From an optimization exercise on the open Yosys and OpenROAD flow, aimed at small area; shortcuts taken in it are not production practice.
The RTL was checked by simulation tests, not by an equivalence proof against the original design.

try-quartz:
## fir_decim_top
module fir_decim_top(
    input  wire logic                                       clk,
    input  wire logic                                       reset,
    input  wire logic                                       sample_in_rdy,
    input  wire logic signed [fir_decim_pkg::SAMPLE_W-1:0] sample_in_l,
    input  wire logic signed [fir_decim_pkg::SAMPLE_W-1:0] sample_in_r,
    output logic                                            sample_out_rdy,
    output logic      signed [fir_decim_pkg::SAMPLE_W-1:0] sample_out_l,
    output logic      signed [fir_decim_pkg::SAMPLE_W-1:0] sample_out_r,
    output logic                                            overrun,
    output logic                                            init_done
);
    localparam int SW  = fir_decim_pkg::SAMPLE_W;
    localparam int SLW = fir_decim_pkg::SEL_W;
    localparam int AW  = 36;    
    localparam int WIN = 40;    
    localparam logic [AW-1:0] RND_HALF = AW'(2 ** (fir_decim_pkg::OUT_SHIFT - 1));
    logic [5:0] cnt, cnt_d;      
    logic [2:0] pidx, pidx_d;    
    logic       win, win_d;      
    logic [2:0] jh, jh_d;        
    logic       init_d;
    logic       acc_valid;
    logic       is_wait, accept, win_last, done;
    assign is_wait  = init_done && (cnt == '0);
    assign accept   = is_wait && sample_in_rdy;
    assign win_last = win && (cnt == 6'd1);
    assign done     = win && (jh == 3'd0) && (cnt <= 6'd5);
    always_comb begin
        cnt_d  = cnt;
        pidx_d = pidx;
        win_d  = win;
        if (accept) begin
  ...
For scale: ~2500 cells after synthesis, roughly 78 I/O pins, ~0.035 sq mm of cells after synthesis.
Settings: LEC_CHECK=0, CAP_MARGIN=20, CORE_MARGIN=2, CORE_UTILIZATION=40, SLEW_MARGIN=20, SYNTH_HIERARCHICAL=1, SYNTH_MINIMUM_KEEP_SIZE=0; clock period 10.0 ns.
run.sh (not shown) runs the stock make flow with config.mk's settings and CLKGATE_MAP_FILE= SYNTH_SCRIPT=/design/flow/synth_recipe.tcl, a recipe that flattens the netlist after the stock synthesis.
try-quartz ended with every stage complete and zero timing, DRC or antenna violations.
> inputs changed (try-quartz -> try-amber)
# try-quartz
export LEC_CHECK = 0
export CAP_MARGIN = 20
export CORE_MARGIN = 2
export CORE_UTILIZATION = 40
export SLEW_MARGIN = 20
export SYNTH_HIERARCHICAL = 1
export SYNTH_MINIMUM_KEEP_SIZE = 0
create_clock -name core_clock -period 10.0 [get_ports {clk}]
# try-amber
export LEC_CHECK = 0
export CAP_MARGIN = 20
export CORE_MARGIN = 2
export CORE_UTILIZATION = 40
export SLEW_MARGIN = 20
create_clock -name core_clock -period 10.0 [get_ports {clk}]
Results
Utilization, try-amber and try-quartz: lower on try-amber. Depth of the critical timing path with buffers and inverters included, try-amber and try-quartz, higher one = try-amber. In the tables for try-amber and try-quartz, global-route wire length before repair reads higher with try-quartz. Of try-amber and try-quartz, the run reporting the lower final critical path time including I/O delays and setup was try-quartz. Compared with try-quartz, try-amber shows area of the multi-input gates lower by 330 sq um.
Input changes introduced in try-garnet (baseline for comparison: try-amber):
# try-amber
export LEC_CHECK = 0
export CAP_MARGIN = 20
export CORE_MARGIN = 2
export CORE_UTILIZATION = 40
export SLEW_MARGIN = 20
create_clock -name core_clock -period 10.0 [get_ports {clk}]
# try-garnet
export LEC_CHECK = 0
export CAP_MARGIN = 20
export CORE_MARGIN = 2
export CORE_UTILIZATION = 40
export CTS_BUF_LIST = sky130_fd_sc_hd__clkbuf_4
export SLEW_MARGIN = 20
export SYNTH_HIERARCHICAL = 1
export SYNTH_MINIMUM_KEEP_SIZE = 0
create_clock -name core_clock -period 10.0 [get_ports {clk}]
- Timing, DRC, antenna: 0 failures across try-garnet and try-amber
- From try-amber to try-garnet the numbers moved as follows: count of TritonRoute iterations in the first routing pass down 1, post-route met1 wirelength up about 2.8%, via total after detailed routing has increased, max-slew headroom at the worst pin went down by 3.7 points.
- Core area ends up lower on try-garnet.
- Relative to try-amber, total global-route track usage has increased by 1.1 points in try-garnet.
- Run comparison: try-garnet capturing element of the worst setup path hold_r[10]; try-amber capturing element of the worst setup path hold_l[18]

fir_decim_top, a different RTL version from the one above (not shown whole).
Size in the first run: about 2800 cells after synthesis, about 560 flip-flops, roughly 78 I/O pins, ~0.030 mm^2 of cells after synthesis.
Settings: LEC_CHECK=0, ABC_AREA=1, CAP_MARGIN=10, CORE_MARGIN=2, CORE_UTILIZATION=40, CTS_BUF_LIST=sky130_fd_sc_hd__clkbuf_16, CTS_CLUSTER_DIAMETER=110, CTS_CLUSTER_SIZE=30, SLEW_MARGIN=10, SYNTH_HIERARCHICAL=1, SYNTH_MINIMUM_KEEP_SIZE=0; clock period 10.0 ns.
standard.sh (not shown) runs the stock make flow with config.mk's settings and CLKGATE_MAP_FILE= SYNTH_SCRIPT=/design/flow/synth_recipe.tcl, a recipe that flattens the netlist after the stock synthesis.
==> flow/flow/run.sh <==
#!/bin/bash
# The standard layout (the standard.sh, synthesis included), except that
# - the port buffers are the smallest buffer, sky130_fd_sc_hd__buf_1
# - clock tree synthesis inserts no dummy loads (same clustering and buffer
#   as config.mk's CTS settings otherwise)
# All of make's output (every tool's log) goes to standard.log here; ORFS
# also keeps each step's own log under orfs/logs.
set -euo pipefail
export BUFFER_PORTS_ARGS="-buffer_cell sky130_fd_sc_hd__buf_1"
export CTS_ARGS="-sink_clustering_enable -repair_clock_nets -sink_clustering_size 30 -sink_clustering_max_diameter 110 -buf_list sky130_fd_sc_hd__clkbuf_16 -dont_use_dummy_load"
bash standard.sh > standard.log 2>&1
Rerun with:
CAP_MARGIN = 20   (was 10)
CORE_UTILIZATION = 55   (was 40)
PLACE_DENSITY = 0.7   (was not set)
SLEW_MARGIN = 20   (was 10)
After rerunning: Worst setup slack is better by 120 ps. Routed wire length drops by 6.3%. Count of clock-buffer cells in the layout does not change. Synthesized cell count is unchanged. Area after synthesis is unchanged. Clock skew climbs by 23 ps. Global-route usage climbs by 7.3 points. Die area drops by 27%.
Rerun with:
CORE_UTILIZATION = 40   (was 55)
PLACE_DENSITY = not set   (was 0.7)
What happened: The changed run ran to the end with no violations; global-route usage goes down by 7.4 points; via count is about the same; fmax drops by 0.82%; die area rises by 37%; utilization went down by 16 points; area after synthesis stays the same.
Rerun with:
ABC_AREA = not set   (was 1)
Design area goes up by 1.6%.
Core utilization is about the same.
Hold slack improved by 26 ps.
Global-route usage goes down by 0.17 points.
Via count goes down by 5.1%.
Critical path depth goes down by 3.
Flip-flop and latch count stays the same.
Sequential share of layout area goes down by 0.64 points.
Wire length goes down by 0.61%.
Die area goes up by 1.2%.
Setup slack got worse by 86 ps.

port drivers added, routing unchanged:
Ports are ideal in the flow. The routed layouts listed here were re-timed in OpenROAD.
Step 1, drivers: a clkbuf_16 drives clk and a buf_2 each remaining input, both assumed.
Step 2 times the ports against the registers' clock, not the clock port: input delays grow and output delays shrink by t, the midpoint of the rising clock arrivals with the driver on.
Three values: ideal, step 1, step 2; two values: the first two.
run | t, ns | setup WS [ns] | slew at the worst register clock pin (ns) | cell pins on the clock port's net
try-quartz | 0.696 | 0.629 / 0.629 / 0.629 | 0.07 / 0.07 | 1
try-amber | 0.707 | 0.585 / 0.585 / 0.585 | 0.07 / 0.07 | 1
try-garnet | 1.099 | 0.654 / 0.654 / 0.654 | 0.08 / 0.08 | 1
the first run of note 2 | 0.636 | 0.874 / 0.874 / 0.874 | 0.12 / 0.12 | 1
the second run of note 2 | 0.644 | 0.995 / 0.995 / 0.995 | 0.12 / 0.12 | 1
the third run of note 2 | 0.644 | 0.921 / 0.921 / 0.921 | 0.11 / 0.11 | 1
the fourth run of note 2 | 0.643 | 0.834 / 0.834 / 0.834 | 0.12 / 0.12 | 1
After both steps every run listed still meets setup and hold.
